Context: an optimization exercise on an open-source flow, tuned for small area and a short achievable clock period. The choices shown serve that exercise and are no tape-out recipe. Only simulation tests tie the RTL to the original design; equivalence was not proved. No activity file was given, so power comes from the tool's default toggle rates.

== lane 1 ==
// cpu_top
module cpu_top #(
    parameter int FRAC_BITS = 15
) (
    input  wire logic         clk,
    input  wire logic         rst_n,
    input  wire logic         in_valid,
    input  wire logic [31:0]  instruction,
    output logic              out_valid,
    output logic              instruction_fail,
    output cpu_pkg::data_t    out_0,
    output cpu_pkg::data_t    out_1,
    output cpu_pkg::data_t    out_2,
    output cpu_pkg::data_t    out_3,
    output cpu_pkg::data_t    out_4,
    output cpu_pkg::data_t    out_5
);
Settings: LEC_CHECK=0, CAP_MARGIN=20, CORE_MARGIN=2, CORE_UTILIZATION=65, CTS_CLUSTER_DIAMETER=70, CTS_CLUSTER_SIZE=20, PLACE_DENSITY=0.72, SETUP_SLACK_MARGIN=2.1, SLEW_MARGIN=20; clock period 5.0 ns.
standard.sh (not shown) runs the stock make flow with config.mk's settings and CLKGATE_MAP_FILE= SYNTH_SCRIPT=/design/flow/synth_recipe.tcl, a recipe that flattens the netlist after the stock synthesis.
==> flow/flow/run.sh <==
#!/bin/bash
# The standard layout, with plain buffers (not delay cells) on the ports.
set -euo pipefail
bash standard.sh BUFFER_PORTS_ARGS="-buffer_cell sky130_fd_sc_hd__buf_1" finish > standard_flow.log 2>&1
Input changes introduced in lane 2 (baseline for comparison: lane 1):
Settings: changing SETUP_SLACK_MARGIN from 2.1 to 1.95.
Comparing lane 1 and lane 2, the higher global routing usage on met2 was measured on lane 1. Compared lane 2 vs lane 1, and cell count is down in lane 2. On count of plain and timing-repair buffers, the higher figure sits with lane 1, not lane 2. Going from lane 1 to lane 2, post-route core utilization lower, met3 track demand over resource in global routing held steady, clock share of power moved up. Re sequential share of layout area: lane 1 and lane 2 aren't equal, and the lower value belongs to lane 1. Area occupied by registers: lane 1 vs lane 2, no meaningful difference.
Setup changes, lane 2 to lane 3
Settings: CORE_UTILIZATION now 70, was 65; PLACE_DENSITY now 0.8, was 0.72.
[summary]
As far as sequential share of layout area is concerned, lane 2 and lane 3 perform about the same.
Worst setup slack: lane 3 vs lane 2 down 22 ps
When lane 3 is measured against lane 2, its global placer's final weighted congestion turns out about 3.5% lower.
Peak per-stage delay on the critical path delta (lane 3 -> lane 2): insignificant
Compared lane 3 against lane 2; synthesized cell count within noise.
Multi-input logic portion of the cell area across lane 2 and lane 3: no real change.
Per the comparison of lane 3 with lane 2, instance count after placement with tap cells included shows a reduction of about 1.9%; minimum hold slack shows no meaningful change.
Relative to lane 2, wire length on met2 has increased by about 0.9% in lane 3.
Lane 3 finished end to end and its layout was clean on timing, DRC and antenna.
Lane 2 completed; timing, DRC and antenna clean

========
Setup of the previous run:
cpu_top again, from the RTL that the note above started with.
clock: 5.0 ns
lec_check: 0
cap_margin: 20
core_margin: 2
core_utilization: 65
cts_cluster_diameter: 70
cts_cluster_size: 20
place_density: 0.72
setup_slack_margin: 1.8
slew_margin: 20
Scripts as last shown in full above: flow/flow/run.sh
Setup changes, the previous run to the current run
Settings: PLACE_DENSITY now 0.8, was 0.72; SETUP_SLACK_MARGIN now 1.95, was 1.8; CTS_CLUSTER_SIZE no longer set, was 20; CTS_CLUSTER_DIAMETER no longer set, was 70; CORE_UTILIZATION now 70, was 65.
--- outcome ---
For the previous run, the highest layer used for signal routing was met4, unlike the current run, where it was met5.
Compared with the previous run, in the current run number of ordinary and repair buffers in the finished layout picked up an extra 11%, leakage power picked up an extra 3.3%, minimum clock period after layout lost 0.15 ns.
Looking at area of the multi-input gates across the previous run and the current run, the one that comes out lower is the previous run.
Between the current run and the previous run, it is the current run whose share of the final layout cell area in sequential cells is lower, by 0.70 points.
In the metrics for the previous run and the current run, the one carrying the higher delay contributed by the slowest stage of the critical path is the current run.
Re number of non-clock inverters in the layout: no difference whatsoever between the current run and the previous run.

========
Starting RTL as in the previous note.
Design cpu_top, start of the top module:
module cpu_top #(
    parameter int FRAC_BITS = 15
) (
    input  wire logic         clk,
    input  wire logic         rst_n,
    input  wire logic         in_valid,
    input  wire logic [31:0]  instruction,
    output logic              out_valid,
    output logic              instruction_fail,
    output cpu_pkg::data_t    out_0,
    output cpu_pkg::data_t    out_1,
    output cpu_pkg::data_t    out_2,
    output cpu_pkg::data_t    out_3,
    output cpu_pkg::data_t    out_4,
    output cpu_pkg::data_t    out_5
);
clock: 5.0 ns
lec_check: 0
cap_margin: 20
core_margin: 2
core_utilization: 55
setup_slack_margin: 1.95
slew_margin: 20
Scripts as last shown in full above: flow/flow/run.sh
The baseline went through all stages and came out clean.
==> next run, changes <==
Settings changed: CORE_UTILIZATION 55 to 65, PLACE_DENSITY from default to 0.72.
Result: Sequential power is about the same; worst setup slack loses 0.034 ns; combinational power went down by a few percent; area after synthesis stays the same; core utilization went up by 9.8 points; clock-buffer cell count went down by 11; register-to-register slack gains 0.07 ns; wire length went down by a few percent.
==> next run, changes <==
Settings changed: CORE_UTILIZATION 65 to 55, CTS_CLUSTER_DIAMETER from default to 100, CTS_CLUSTER_SIZE from default to 30, PLACE_DENSITY 0.72 to default.
Result: The new run finished with timing, DRC and antenna clean; critical path depth rises by 1; final cell count rises by about 2.3%; via count falls by about 2.1%.

==> re-timing with driven ports <==
The results above use ideal ports. As a check the final layouts listed here were re-extracted and re-timed, cells and wires unchanged.
Step 1 sets driving cells, clkbuf_16 on the clock port and buf_2 on the other inputs (assumed; they add their load-dependent delay and slew).
Step 2 times the ports against the registers' clock, not the clock port: input delays grow and output delays shrink by t, the midpoint of the rising clock arrivals with the driver on.
Three values: no drivers, after step 1, after step 2; two values: the first two.
| run | t (ns) | setup slack, ns | hold WS [ns] | worst register clock-pin slew, ns | worst data-port slew with drivers (ns) |
|---|---|---|---|---|---|
| lane 1 | 0.558 | 1.984 / 2.010 / 1.452 | 0.331 / 0.331 / 0.331 | 0.09 / 0.09 | 0.06 |
| lane 2 | 0.554 | 1.932 / 1.941 / 1.387 | 0.331 / 0.331 / 0.331 | 0.09 / 0.09 | 0.07 |
| lane 3 | 0.555 | 1.910 / 1.920 / 1.365 | 0.328 / 0.328 / 0.328 | 0.09 / 0.09 | 0.05 |
| the previous run | 0.570 | 1.785 / 1.806 / 1.245 | 0.331 / 0.331 / 0.331 | 0.08 / 0.08 | 0.06 |
| the current run | 0.585 | 1.937 / 1.967 / 1.382 | 0.326 / 0.326 / 0.326 | 0.07 / 0.07 | 0.05 |
| the first run of note 3 | 0.601 | 1.967 / 1.971 / 1.372 | 0.322 / 0.322 / 0.322 | 0.07 / 0.07 | 0.06 |
| the second run of note 3 | 0.589 | 1.933 / 1.964 / 1.375 | 0.321 / 0.321 / 0.321 | 0.07 / 0.07 | 0.07 |
| the third run of note 3 | 0.546 | 1.853 / 1.861 / 1.315 | 0.325 / 0.325 / 0.325 | 0.12 / 0.12 | 0.06 |
After both steps setup and hold are still met in every run listed. The setup slack of the first run of note 3, which loses most, moves by +0.004 ns with the drivers and by -0.595 ns with both steps.
